From an optimization exercise on the open Yosys and OpenROAD flow, aimed at small area, a short achievable clock period and few clock cycles per item; shortcuts taken in it are not production practice.
RTL that was checked went through simulation tests only; none was proved equivalent to the original.
The clock port is modelled as an ideal driver; clocking choices that lean on that would not hold on a real chip.
No activity file was given, so power comes from the tool's default toggle rates.

== exp/ember ==
## simple_dma
module simple_dma
(
  input  wire logic      Bus2IP_Clk,
  input  wire logic      rst,
  input  mst_pkg::mst_data_t      bus2ip_data,
  input  dma_pkg::dma_ce_t        bus2ip_wrce,
  input  dma_pkg::dma_ce_t        bus2ip_rdce,
  output mst_pkg::mst_data_t      ip2bus_data,
  output logic           ip2bus_wrack,
  output logic           ip2bus_rdack,
  input  wire logic      bus2ip_mst_cmdack,
  input  wire logic      bus2ip_mst_cmplt,
  input  mst_pkg::mst_data_t      bus2ip_mstrd_d,
  input  wire logic      bus2ip_mstrd_src_rdy_n,
  input  wire logic      bus2ip_mstwr_dst_rdy_n,
  output logic           ip2bus_mstrd_req,
  output logic           ip2bus_mstwr_req,
  output dma_pkg::dma_addr_t      ip2bus_mst_addr,
  output mst_pkg::mst_data_t      ip2bus_mstwr_d
);
  dma_pkg::dma_cfg_t cfg;
  logic     key;
  logic     busy_q;
  logic     status_q;
  logic     rdreq_q;
  logic     wrreq_q;
  dma_pkg::dma_addr_t addr_q;
  dma_pkg::dma_addr_t next_q;
  logic [32-3:0] words_nq;
  logic     part_q;
  mst_pkg::mst_data_t data_q;
  logic     start;
  logic     rd_cmplt;
  logic     wr_cmplt;
  logic     accept;
  logic     none_left;
  dma_regs u_regs (
    .Bus2IP_Clk(Bus2IP_Clk), .rst(rst),
    .bus2ip_data(bus2ip_data), .bus2ip_wrce(bus2ip_wrce), .bus2ip_rdce(bus2ip_rdce),
    .busy(status_q), .ip2bus_data(ip2bus_data),
    .ip2bus_wrack(ip2bus_wrack), .ip2bus_rdack(ip2bus_rdack),
    .cfg(cfg), .key(key)
  );
  assign start     = key && !busy_q && (cfg.len != '0);
  assign rd_cmplt  = !bus2ip_mstrd_src_rdy_n;
  assign wr_cmplt  = !bus2ip_mstwr_dst_rdy_n;
  assign accept    = bus2ip_mst_cmdack || bus2ip_mst_cmplt;
  ...
==> module simple_dma, before the edit <==
module simple_dma
(
  input  wire logic      Bus2IP_Clk,
  input  wire logic      rst,
  input  mst_pkg::mst_data_t      bus2ip_data,
  input  dma_pkg::dma_ce_t        bus2ip_wrce,
  input  dma_pkg::dma_ce_t        bus2ip_rdce,
  output mst_pkg::mst_data_t      ip2bus_data,
  output logic           ip2bus_wrack,
  output logic           ip2bus_rdack,
  input  wire logic      bus2ip_mst_cmdack,
  input  wire logic      bus2ip_mst_cmplt,
  input  mst_pkg::mst_data_t      bus2ip_mstrd_d,
  input  wire logic      bus2ip_mstrd_src_rdy_n,
  input  wire logic      bus2ip_mstwr_dst_rdy_n,
  output logic           ip2bus_mstrd_req,
  output logic           ip2bus_mstwr_req,
  output dma_pkg::dma_addr_t      ip2bus_mst_addr,
  output mst_pkg::mst_data_t      ip2bus_mstwr_d
);
  dma_pkg::dma_cfg_t cfg;
  logic     key;
  logic     busy_q;
  logic     status_q;
  logic     rdreq_q;
  logic     wrreq_q;
  dma_pkg::dma_addr_t addr_q;
  dma_pkg::dma_addr_t next_q;
  logic [32-3:0] words_nq;
  logic     part_q;
  mst_pkg::mst_data_t data_q;
  logic     start;
  logic     rd_cmplt;
  logic     wr_cmplt;
  logic     accept;
  logic     none_left;
  dma_regs u_regs (
    .Bus2IP_Clk(Bus2IP_Clk), .rst(rst),
    .bus2ip_data(bus2ip_data), .bus2ip_wrce(bus2ip_wrce), .bus2ip_rdce(bus2ip_rdce),
    .busy(status_q), .ip2bus_data(ip2bus_data),
    .ip2bus_wrack(ip2bus_wrack), .ip2bus_rdack(ip2bus_rdack),
    .cfg(cfg), .key(key)
  );
  assign start     = key && !busy_q && (cfg.len != '0);
  assign rd_cmplt  = !bus2ip_mstrd_src_rdy_n;
  assign wr_cmplt  = !bus2ip_mstwr_dst_rdy_n;
  assign accept    = bus2ip_mst_cmdack || bus2ip_mst_cmplt;
  assign none_left = (&words_nq) && !part_q;
  always_ff @(posedge Bus2IP_Clk)
  begin
    if (rst)
    begin
      busy_q  <= 1'b0;
      status_q <= 1'b0;
      rdreq_q <= 1'b0;
      wrreq_q <= 1'b0;
    end
    else
    begin
      busy_q  <= start || (busy_q && !(wr_cmplt && none_left));
      status_q <= start || (status_q && !(wr_cmplt && none_left));
      rdreq_q <= start || (rdreq_q && !accept) || (busy_q && wr_cmplt && !none_left);
      wrreq_q <= (wrreq_q && !accept) || (busy_q && rd_cmplt);
    end
  end
  logic                   words_dec;
  logic [32-3:0] words_carry;
  assign words_dec = busy_q && rd_cmplt && !part_q;
  always_comb
  begin
    words_carry[0] = words_dec;
    for (int i = 1; i < 32-2; i++)
      words_carry[i] = words_carry[i-1] && words_nq[i-1];
  end
  always_ff @(posedge Bus2IP_Clk)
  begin
    for (int i = 0; i < 32-2; i++)
      if (!busy_q || words_carry[i])
        words_nq[i] <= busy_q ? !words_nq[i] : !cfg.len[i+2];
    if (!busy_q)
      part_q <= |cfg.len[1:0];
    else if (rd_cmplt)
      part_q <= 1'b0;
  end
  logic     addr_load;
  logic     addr_step;
  logic     addr_hold;
  assign addr_load = !busy_q;
  assign addr_step = busy_q && bus2ip_mst_cmplt;
  assign addr_hold = busy_q && !bus2ip_mst_cmplt;
  always_ff @(posedge Bus2IP_Clk)
  begin
    addr_q <= ({32{addr_load}} & cfg.src)
            | ({32{addr_step}} & next_q)
            | ({32{addr_hold}} & addr_q);
    next_q <= ({32{addr_load}} & cfg.dst)
            | ({32{addr_step}} & (addr_q + dma_pkg::dma_addr_t'(4)))
            | ({32{addr_hold}} & next_q);
  end
  always_ff @(posedge Bus2IP_Clk)
  begin
    if (rd_cmplt)
      data_q <= bus2ip_mstrd_d;
  end
  assign ip2bus_mstrd_req = rdreq_q;
  assign ip2bus_mstwr_req = wrreq_q;
  assign ip2bus_mst_addr  = addr_q;
  assign ip2bus_mstwr_d   = data_q;
endmodule
Settings: LEC_CHECK=0, ABC_CLOCK_PERIOD_IN_PS=2000, CAP_MARGIN=20, CORE_MARGIN=2, CORE_UTILIZATION=72, CTS_CLUSTER_DIAMETER=70, CTS_CLUSTER_SIZE=25, PLACE_DENSITY=0.8, SETUP_SLACK_MARGIN=2.35, SLEW_MARGIN=20; clock period 5.0 ns.
standard.sh (not shown) runs the stock make flow with config.mk's settings and CLKGATE_MAP_FILE= SYNTH_SCRIPT=/design/flow/synth_recipe.tcl, a recipe that flattens the netlist after the stock synthesis.
==> flow/flow/run.sh <==
#!/bin/bash
# The standard flow (standard.sh) with these changes:
#  - synthesis maps combinational logic with flow/abc_map.script (see flow/synth.tcl);
#  - the port buffers are sky130_fd_sc_hd__buf_1 cells (the standard flow picks delay cells);
#  - a few slow combinational cells are added to the platform's don't-use list,
#    for synthesis and layout alike.
# Registers are mapped exactly as in the standard synthesis.
set -euo pipefail
W=$(pwd)
export BUFFER_PORTS_ARGS="-buffer_cell sky130_fd_sc_hd__buf_1"
export MY_ABC_SCRIPT=$W/flow/abc_map.script
export FLOW_SYNTH_TCL=$W/synth_recipe.tcl
# optional ORFS step hooks: flow/pre_resize.tcl and flow/pre_cts.tcl
if [[ -f $W/flow/pre_resize.tcl ]]; then export PRE_RESIZE_TCL=$W/flow/pre_resize.tcl; fi
if [[ -f $W/flow/pre_cts.tcl ]]; then export PRE_CTS_TCL=$W/flow/pre_cts.tcl; fi
DU="sky130_fd_sc_hd__probe_p_8 sky130_fd_sc_hd__probec_p_8 sky130_fd_sc_hd__lpflow_bleeder_1 sky130_fd_sc_hd__lpflow_clkbufkapwr_1 sky130_fd_sc_hd__lpflow_clkbufkapwr_16 sky130_fd_sc_hd__lpflow_clkbufkapwr_2 sky130_fd_sc_hd__lpflow_clkbufkapwr_4 sky130_fd_sc_hd__lpflow_clkbufkapwr_8 sky130_fd_sc_hd__lpflow_clkinvkapwr_1 sky130_fd_sc_hd__lpflow_clkinvkapwr_16 sky130_fd_sc_hd__lpflow_clkinvkapwr_2 sky130_fd_sc_hd__lpflow_clkinvkapwr_4 sky130_fd_sc_hd__lpflow_clkinvkapwr_8 sky130_fd_sc_hd__lpflow_decapkapwr_12 sky130_fd_sc_hd__lpflow_decapkapwr_3 sky130_fd_sc_hd__lpflow_decapkapwr_4 sky130_fd_sc_hd__lpflow_decapkapwr_6 sky130_fd_sc_hd__lpflow_decapkapwr_8 sky130_fd_sc_hd__lpflow_inputiso0n_1 sky130_fd_sc_hd__lpflow_inputiso0p_1 sky130_fd_sc_hd__lpflow_inputiso1n_1 sky130_fd_sc_hd__lpflow_inputiso1p_1 sky130_fd_sc_hd__lpflow_inputisolatch_1 sky130_fd_sc_hd__lpflow_isobufsrc_1 sky130_fd_sc_hd__lpflow_isobufsrc_16 sky130_fd_sc_hd__lpflow_isobufsrc_2 sky130_fd_sc_hd__lpflow_isobufsrc_4 sky130_fd_sc_hd__lpflow_isobufsrc_8 sky130_fd_sc_hd__lpflow_isobufsrckapwr_16 sky130_fd_sc_hd__lpflow_lsbuf_lh_hl_isowell_tap_1 sky130_fd_sc_hd__lpflow_lsbuf_lh_hl_isowell_tap_2 sky130_fd_sc_hd__lpflow_lsbuf_lh_hl_isowell_tap_4 sky130_fd_sc_hd__lpflow_lsbuf_lh_isowell_4 sky130_fd_sc_hd__lpflow_lsbuf_lh_isowell_tap_1 sky130_fd_sc_hd__lpflow_lsbuf_lh_isowell_tap_2 sky130_fd_sc_hd__lpflow_lsbuf_lh_isowell_tap_4 sky130_fd_sc_hd__a222oi_1 sky130_fd_sc_hd__or4_1 sky130_fd_sc_hd__or4_2 sky130_fd_sc_hd__or4_4 sky130_fd_sc_hd__nor4_1 sky130_fd_sc_hd__nor4_2 sky130_fd_sc_hd__nor4_4 sky130_fd_sc_hd__or4b_1 sky130_fd_sc_hd__or4b_2 sky130_fd_sc_hd__or4b_4 sky130_fd_sc_hd__or4bb_1 sky130_fd_sc_hd__or4bb_2 sky130_fd_sc_hd__or4bb_4 sky130_fd_sc_hd__nor4b_1 sky130_fd_sc_hd__nor4b_2 sky130_fd_sc_hd__nor4b_4 sky130_fd_sc_hd__nor4bb_1 sky130_fd_sc_hd__nor4bb_2 sky130_fd_sc_hd__nor4bb_4"
bash standard.sh "DONT_USE_CELLS=$DU" SYNTH_SCRIPT=$W/flow/synth.tcl synth > synth.log 2>&1
bash standard.sh "DONT_USE_CELLS=$DU" SYNTH_SCRIPT=$W/flow/synth.tcl  finish > layout.log 2>&1
Other scripts of this flow, unchanged in this note and not shown: flow/flow/abc_map.script, flow/flow/pre_cts.tcl, flow/flow/pre_resize.tcl, flow/flow/synth.tcl
The inputs of exp/raven differ from those of exp/ember as listed below.
==> flow/design.v, changed modules only <==
module simple_dma
(
  input  wire logic      Bus2IP_Clk,
  input  wire logic      rst,
  input  mst_pkg::mst_data_t      bus2ip_data,
  input  dma_pkg::dma_ce_t        bus2ip_wrce,
  input  dma_pkg::dma_ce_t        bus2ip_rdce,
  output mst_pkg::mst_data_t      ip2bus_data,
  output logic           ip2bus_wrack,
  output logic           ip2bus_rdack,
  input  wire logic      bus2ip_mst_cmdack,
  input  wire logic      bus2ip_mst_cmplt,
  input  mst_pkg::mst_data_t      bus2ip_mstrd_d,
  input  wire logic      bus2ip_mstrd_src_rdy_n,
  input  wire logic      bus2ip_mstwr_dst_rdy_n,
  output logic           ip2bus_mstrd_req,
  output logic           ip2bus_mstwr_req,
  output dma_pkg::dma_addr_t      ip2bus_mst_addr,
  output mst_pkg::mst_data_t      ip2bus_mstwr_d
);
  dma_pkg::dma_cfg_t cfg;
  logic     key;
  logic     busy_q;
  logic     status_q;
  logic     rdreq_q;
  logic     wrreq_q;
  dma_pkg::dma_addr_t addr_q;
  dma_pkg::dma_addr_t next_q;
  logic [32-3:0] words_nq;
  logic     part_q;
  mst_pkg::mst_data_t data_q;
  logic     start;
  logic     rd_cmplt;
  logic     wr_cmplt;
  logic     accept;
  logic     none_left;
  dma_regs u_regs (
    .Bus2IP_Clk(Bus2IP_Clk), .rst(rst),
    .bus2ip_data(bus2ip_data), .bus2ip_wrce(bus2ip_wrce), .bus2ip_rdce(bus2ip_rdce),
    .busy(status_q), .ip2bus_data(ip2bus_data),
    .ip2bus_wrack(ip2bus_wrack), .ip2bus_rdack(ip2bus_rdack),
    .cfg(cfg), .key(key)
  );
  assign start     = key && !busy_q && (cfg.len != '0);
  assign rd_cmplt  = !bus2ip_mstrd_src_rdy_n;
  assign wr_cmplt  = !bus2ip_mstwr_dst_rdy_n;
  assign accept    = bus2ip_mst_cmdack || bus2ip_mst_cmplt;
  assign none_left = words_low_q[3] && (&words_nq[32-3:24]) && !part_q;
  always_ff @(posedge Bus2IP_Clk)
  begin
    if (rst)
    begin
      busy_q  <= 1'b0;
      status_q <= 1'b0;
      rdreq_q <= 1'b0;
      wrreq_q <= 1'b0;
    end
    else
    begin
      busy_q  <= start || (busy_q && !(wr_cmplt && none_left));
      status_q <= start || (status_q && !(wr_cmplt && none_left));
      rdreq_q <= start || (rdreq_q && !accept) || (busy_q && wr_cmplt && !none_left);
      wrreq_q <= (wrreq_q && !accept) || (busy_q && rd_cmplt);
    end
  end
  logic                   words_dec;
  logic [32-3:0] words_carry;
  assign words_dec = busy_q && rd_cmplt && !part_q;
  logic [3:1] words_low_q;
  always_ff @(posedge Bus2IP_Clk)
  begin
    words_low_q[1] <= &words_nq[7:0];
    words_low_q[2] <= &words_nq[15:0];
    words_low_q[3] <= &words_nq[23:0];
  end
  always_comb
  begin
    for (int i = 0; i < 32-2; i++)
    begin
      words_carry[i] = words_dec;
      if (i >= 8)
        words_carry[i] = words_carry[i] && words_low_q[i/8];
      for (int k = 8*(i/8); k < i; k++)
        words_carry[i] = words_carry[i] && words_nq[k];
    end
  end
  always_ff @(posedge Bus2IP_Clk)
  begin
    for (int i = 0; i < 32-2; i++)
      if (!busy_q || words_carry[i])
        words_nq[i] <= busy_q ? !words_nq[i] : !cfg.len[i+2];
    if (!busy_q)
      part_q <= |cfg.len[1:0];
    else if (rd_cmplt)
      part_q <= 1'b0;
  end
  logic     addr_load;
  logic     addr_step;
  logic     addr_hold;
  assign addr_load = !busy_q;
  assign addr_step = busy_q && bus2ip_mst_cmplt;
  assign addr_hold = busy_q && !bus2ip_mst_cmplt;
  always_ff @(posedge Bus2IP_Clk)
  begin
    addr_q <= ({32{addr_load}} & cfg.src)
            | ({32{addr_step}} & next_q)
            | ({32{addr_hold}} & addr_q);
    next_q <= ({32{addr_load}} & cfg.dst)
            | ({32{addr_step}} & (addr_q + dma_pkg::dma_addr_t'(4)))
            | ({32{addr_hold}} & next_q);
  end
  always_ff @(posedge Bus2IP_Clk)
  begin
    if (rd_cmplt)
      data_q <= bus2ip_mstrd_d;
  end
  assign ip2bus_mstrd_req = rdreq_q;
  assign ip2bus_mstwr_req = wrreq_q;
  assign ip2bus_mst_addr  = addr_q;
  assign ip2bus_mstwr_d   = data_q;
endmodule
[summary]
Looking at category of the critical setup timing path, the reg2reg result is from exp/ember; the in2out one comes from exp/raven.
Of exp/raven and exp/ember, the run reporting the higher met3 track utilization from global routing was exp/ember.
exp/raven: fraction of area in registers is 0.43 points higher than what exp/ember reported.
Diff exp/raven..exp/ember | clock network power | negligible
Going from exp/ember to exp/raven, synthesized-area fraction occupied by and/or/nand/nor cells decreased 0.46 points; number of standard cells in the layout, taps in and fillers out was more or less identical.
Taking exp/ember as the reference, in exp/raven flop and latch count out of synthesis up 1.3%; final area flat; die outline area up 70 µm²; area share of xor/xnor cells in the synthesized design down 0.39 points.
Of exp/raven and exp/ember, it is exp/raven that has the lower overall via count from detail_route.
| initial core utilization | exp/ember vs exp/raven | ≈ equal |
Global-route wire length before repair is higher on exp/raven
Testbench counts of exp/raven, summed over its fixed seeds: cycles 59,953, words 6,547.
Function not checked in exp/ember: the RTL went through the layout flow alone.

[static timing again, ports no longer ideal]
In the flow no input, the clock included, has a driving cell. The finished layouts below were timed again as built, in two steps.
Step 1 sets driving cells, clkbuf_16 on the clock port and buf_2 on the other inputs (assumed; they add their load-dependent delay and slew).
Step 2 also shifts input and output timing later by t, the mid clock arrival at the registers, as if the neighbouring blocks saw the same clock.
Slacks: ideal / step 1 / step 2; pairs: ideal / step 1.
run | t, ns | slack for setup (ns) | worst setup path after step 2 | worst slew at a driven data input, ns | pins driven straight from the clock port
exp/ember | 0.504 | 2.354 / 2.278 / 2.055 | input to register | 0.19 | 1
exp/raven | 0.502 | 2.338 / 2.249 / 2.097 | input to register | 0.18 | 1
After both steps every run listed still meets setup and hold. The setup slack of exp/ember, which loses most, moves by -0.076 ns with the drivers and by -0.299 ns with both steps.
